This design comes from an exercise in tuning for small area on the open sky130 flow, not from production work. The RTL was checked by simulation tests, not by an equivalence proof against the original design. No activity file was given, so power comes from the tool's default toggle rates.

== v6 ==
## eth_ipv4_tcp_header_parser
module eth_ipv4_tcp_header_parser #(
    parameter int MAX_FRAME_BYTES = 65535
) (
    input  logic         i_clk,
    input  logic         i_rst_n,
    input  logic         s_axis_tvalid,
    output logic         s_axis_tready,
    input  logic [ethp_pkg::IN_TDATA_W-1:0]  s_axis_tdata,
    input  logic         s_axis_tlast,
    output logic         m_axis_tvalid,
    input  logic         m_axis_tready,
    output logic [ethp_pkg::OUT_TDATA_W-1:0] m_axis_tdata,
    output logic [1:0]   m_axis_tuser
);
==> flow/config.mk <==
export PLATFORM = sky130hd
export DESIGN_NAME = eth_ipv4_tcp_header_parser
export DESIGN_NICKNAME = eth_ipv4_tcp_header_parser
export VERILOG_FILES = /design/flow/design.v
export SDC_FILE = /design/flow/constraint.sdc
export NUM_CORES = 4
export LEC_CHECK = 0
export CAP_MARGIN = 20
export CORE_MARGIN = 2
export CORE_UTILIZATION = 65
export SLEW_MARGIN = 20
==> flow/constraint.sdc <==
create_clock -name core_clock -period 5.5 [get_ports {i_clk}]
set_input_delay 1.1000 -clock core_clock [delete_from_list [all_inputs] [get_ports {i_clk}]]
set_output_delay 1.1000 -clock core_clock [all_outputs]
set_load 0.01 [all_outputs]
standard.sh (not shown) runs the stock make flow with config.mk's settings and CLKGATE_MAP_FILE= SYNTH_SCRIPT=/design/flow/synth_recipe.tcl, a recipe that flattens the netlist after the stock synthesis.
==> flow/flow/run.sh <==
#!/bin/bash
# The standard layout (standard.sh), with one change: the port buffers that placement
# puts on every input and output are buf_1 cells instead of the cell buffer_ports picks, and
# clock tree synthesis adds no dummy loads to its leaf nets.
set -euo pipefail
cd "$(dirname "$0")/.."
export BUFFER_PORTS_ARGS="-buffer_cell sky130_fd_sc_hd__buf_1"
export CTS_ARGS="-sink_clustering_enable -repair_clock_nets -dont_use_dummy_load -sink_clustering_size 25 -sink_clustering_max_diameter 60 -buf_list sky130_fd_sc_hd__clkbuf_16"
bash standard.sh > flow_standard.log 2>&1
#### Input delta (v7 over v6)
--- a/flow/design.v
+++ b/flow/design.v
@@ -76,63 +76,42 @@
             if (ld)  r_rd <= !r_rd;
             if ((fin && !r_wr) || (ld && !r_rd)) r_full_a <= fin && !r_wr;
             if ((fin &&  r_wr) || (ld &&  r_rd)) r_full_b <= fin &&  r_wr;
             if (!r_ov || m_axis_tready) r_ov <= rd_full;
         end
     end
-    logic [15:0] r_cnt;
-    logic        r_pay;
+    logic [15:0] r_cnt;          
     logic [3:0]  r_ihl;
     logic        r_ver4;
     logic        r_et8;          
     logic        r_et;           
     logic        r_tcp;          
     logic [3:0]  r_dof;
     logic        lo6, lo8;       
     logic [7:0]  pos;
-    logic [6:0]  rel_hi;
+    logic [5:0]  rel_hi;
     logic [7:0]  rel;            
-    logic        rel_neg;        
     logic [7:0]  b;
     assign b      = s_axis_tdata;
-    assign lo8    = !r_pay && (r_cnt[15:8] == 8'd0);
+    assign lo8    = (r_cnt[15:8] == 8'd0);
     assign lo6    = lo8 && (r_cnt[7:6] == 2'd0);
     assign pos    = r_cnt[7:0];
-    assign rel_hi  = {1'b0, pos[7:2]} - {3'b000, r_ihl};
-    assign rel     = {rel_hi[5:0], pos[1:0]};
-    assign rel_neg = rel_hi[6];
+    assign rel_hi = pos[7:2] - {2'b00, r_ihl};
+    assign rel    = {rel_hi, pos[1:0]};
     logic at12, at13, at14, at23, at_dof;
     assign at12   = lo6 && pos[5:0] == 6'd12;
     assign at13   = lo6 && pos[5:0] == 6'd13;
     assign at14   = lo6 && pos[5:0] == 6'd14;
     assign at23   = lo6 && pos[5:0] == 6'd23;
     assign at_dof = lo8 && rel == 8'd26;
-    logic        c_sat, c_pay;
-    logic [15:0] c_inc;
-    logic [5:0]  f_poff;         
-    logic [7:0]  c_lim;          
-    assign f_poff = 6'd3 + {2'b00, r_ihl} + {2'b00, r_dof};
-    assign c_lim  = r_pay ? ~{f_poff, 2'b10} : 8'hFF;
-    assign c_sat  = (&r_cnt[15:8]) && (r_cnt[7:0] == c_lim);
-    assign c_inc  = c_sat ? r_cnt : r_cnt + 16'd1;
-    assign c_pay  = lo8 && !rel_neg && rel == {1'b0, r_dof + 5'd3, 2'b00} && r_et && r_ver4 && r_ihl >= 4'd5 &&
-                    r_tcp && r_dof >= 4'd5;
     always_ff @(posedge i_clk) begin
         if (!i_rst_n) begin
             r_cnt <= 16'd0;
-            r_pay <= 1'b0;
         end else if (accept) begin
-            if (s_axis_tlast) begin
-                r_cnt <= 16'd0;
-                r_pay <= 1'b0;
-            end else if (c_pay) begin
-                r_cnt <= 16'hFFFF;
-                r_pay <= 1'b1;
-            end else begin
-                r_cnt <= c_inc;
-            end
+            if (s_axis_tlast)           r_cnt <= 16'd0;
+            else if (r_cnt != 16'hFFFF) r_cnt <= r_cnt + 16'd1;
         end
     end
     always_ff @(posedge i_clk) begin
         if (accept) begin
             if (at12) r_et8 <= (b == 8'h08);
             if (at13) r_et  <= r_et8 && (b == 8'h00);
@@ -143,21 +122,29 @@
             if (at23)   r_tcp <= (b == 8'd6);
             if (at_dof) r_dof <= b[7:4];
         end
     end
     logic        f_eth, f_et, f_ip, f_st3, f_tcp, f_ok;
     logic [1:0]  f_st;
+    logic [5:0]  f_poff;         
     logic [15:0] f_plen;
+    logic        f_sat;
+    logic [7:0]  t_m1;           
+    logic [7:0]  p_m1;           
+    assign t_m1   = 8'd13 + {2'b00, r_ihl, 2'b00};
+    assign f_poff = 6'd3 + {2'b00, r_ihl} + {2'b00, r_dof};
+    assign p_m1   = {f_poff, 2'b01};
     assign f_eth  = !lo8 || pos >= 8'd13;
     assign f_et   = at13 ? (r_et8 && b == 8'h00) : r_et;
     assign f_ip   = f_eth && f_et && r_ver4 && (!lo8 || pos >= 8'd33);
-    assign f_st3  = f_ip && r_ihl >= 4'd5 && (!lo8 || (!rel_neg && rel >= 8'd13));
-    assign f_tcp  = f_st3 && r_tcp && (!lo8 || (!rel_neg && rel >= 8'd33));
-    assign f_ok   = r_pay;
+    assign f_st3  = f_ip && r_ihl >= 4'd5 && (!lo8 || pos >= t_m1);
+    assign f_tcp  = f_st3 && r_tcp && (!lo8 || pos >= t_m1 + 8'd20);
+    assign f_ok   = f_tcp && r_dof >= 4'd5 && (!lo8 || pos >= p_m1);
     assign f_st   = (!f_eth || !f_et) ? ST_ETH : f_ok ? ST_OK : f_st3 ? ST_TCP : ST_IP;
-    assign f_plen = c_inc;
+    assign f_sat  = &r_cnt;
+    assign f_plen = r_cnt - {8'd0, f_poff, f_sat, !f_sat};
     localparam int NL = 28;      
     logic [NL-1:0] lane_en;
     logic [219:0]  lane_d;
     always_comb begin
         lane_en = '0;
         for (int k = 0; k < 6; k++) lane_en[5-k]  = lo6 && pos[5:0] == 6'(k);
Notes after the runs:
- Going from v6 to v7, placed cell count rose by 0.65%; fmax fell by 8.7%; met1 demand-to-capacity share in global routing rose by 0.31 points; clock power stayed essentially flat; routed wire length fell by 0.58%.
- In terms of residual antenna-violating net count after detailed routing, v7 and v6 differ only marginally.
- Looking at relative contribution of combinational cells to total power, v7 sits above v6.
- v7 ended up with a lower clock network fraction of design power than v6 did.
- Summary: with v6 as the reference, first-pass GRT wire length in v7 moved up by a few percent.
- Going from v6 to v7, number of standard cells in the final layout excluding fillers moved up, post-synthesis instance area up about 0.9%, weighted congestion reported at the end of routability-driven placement climbed 1.2%.

## static timing again, ports no longer ideal
How much do the figures lean on ideal ports? The routed layouts below were timed once more, with nothing changed but the port constraints. Step 1 assumes that a clkbuf_16 drives the clock port and a buf_2 every other input. Step 2, shift: input delay + t, output delay - t, t = (earliest + latest rising clock arrival at the registers) / 2. This alone moves slack from input paths to output paths. Slacks: ideal / step 1 / step 2; pairs: ideal / step 1.
run	shift t [ns]	setup WS [ns]	hold slack, ns	worst setup path at the end	latest minus earliest clock arrival (ns)
v6	0.616	1.751 / 1.751 / 1.751	0.418 / 0.418 / 0.418	register to register	0.073 / 0.072
v7	0.619	1.395 / 1.395 / 1.395	0.417 / 0.417 / 0.417	register to register	0.073 / 0.073
After both steps every run listed still meets setup and hold.
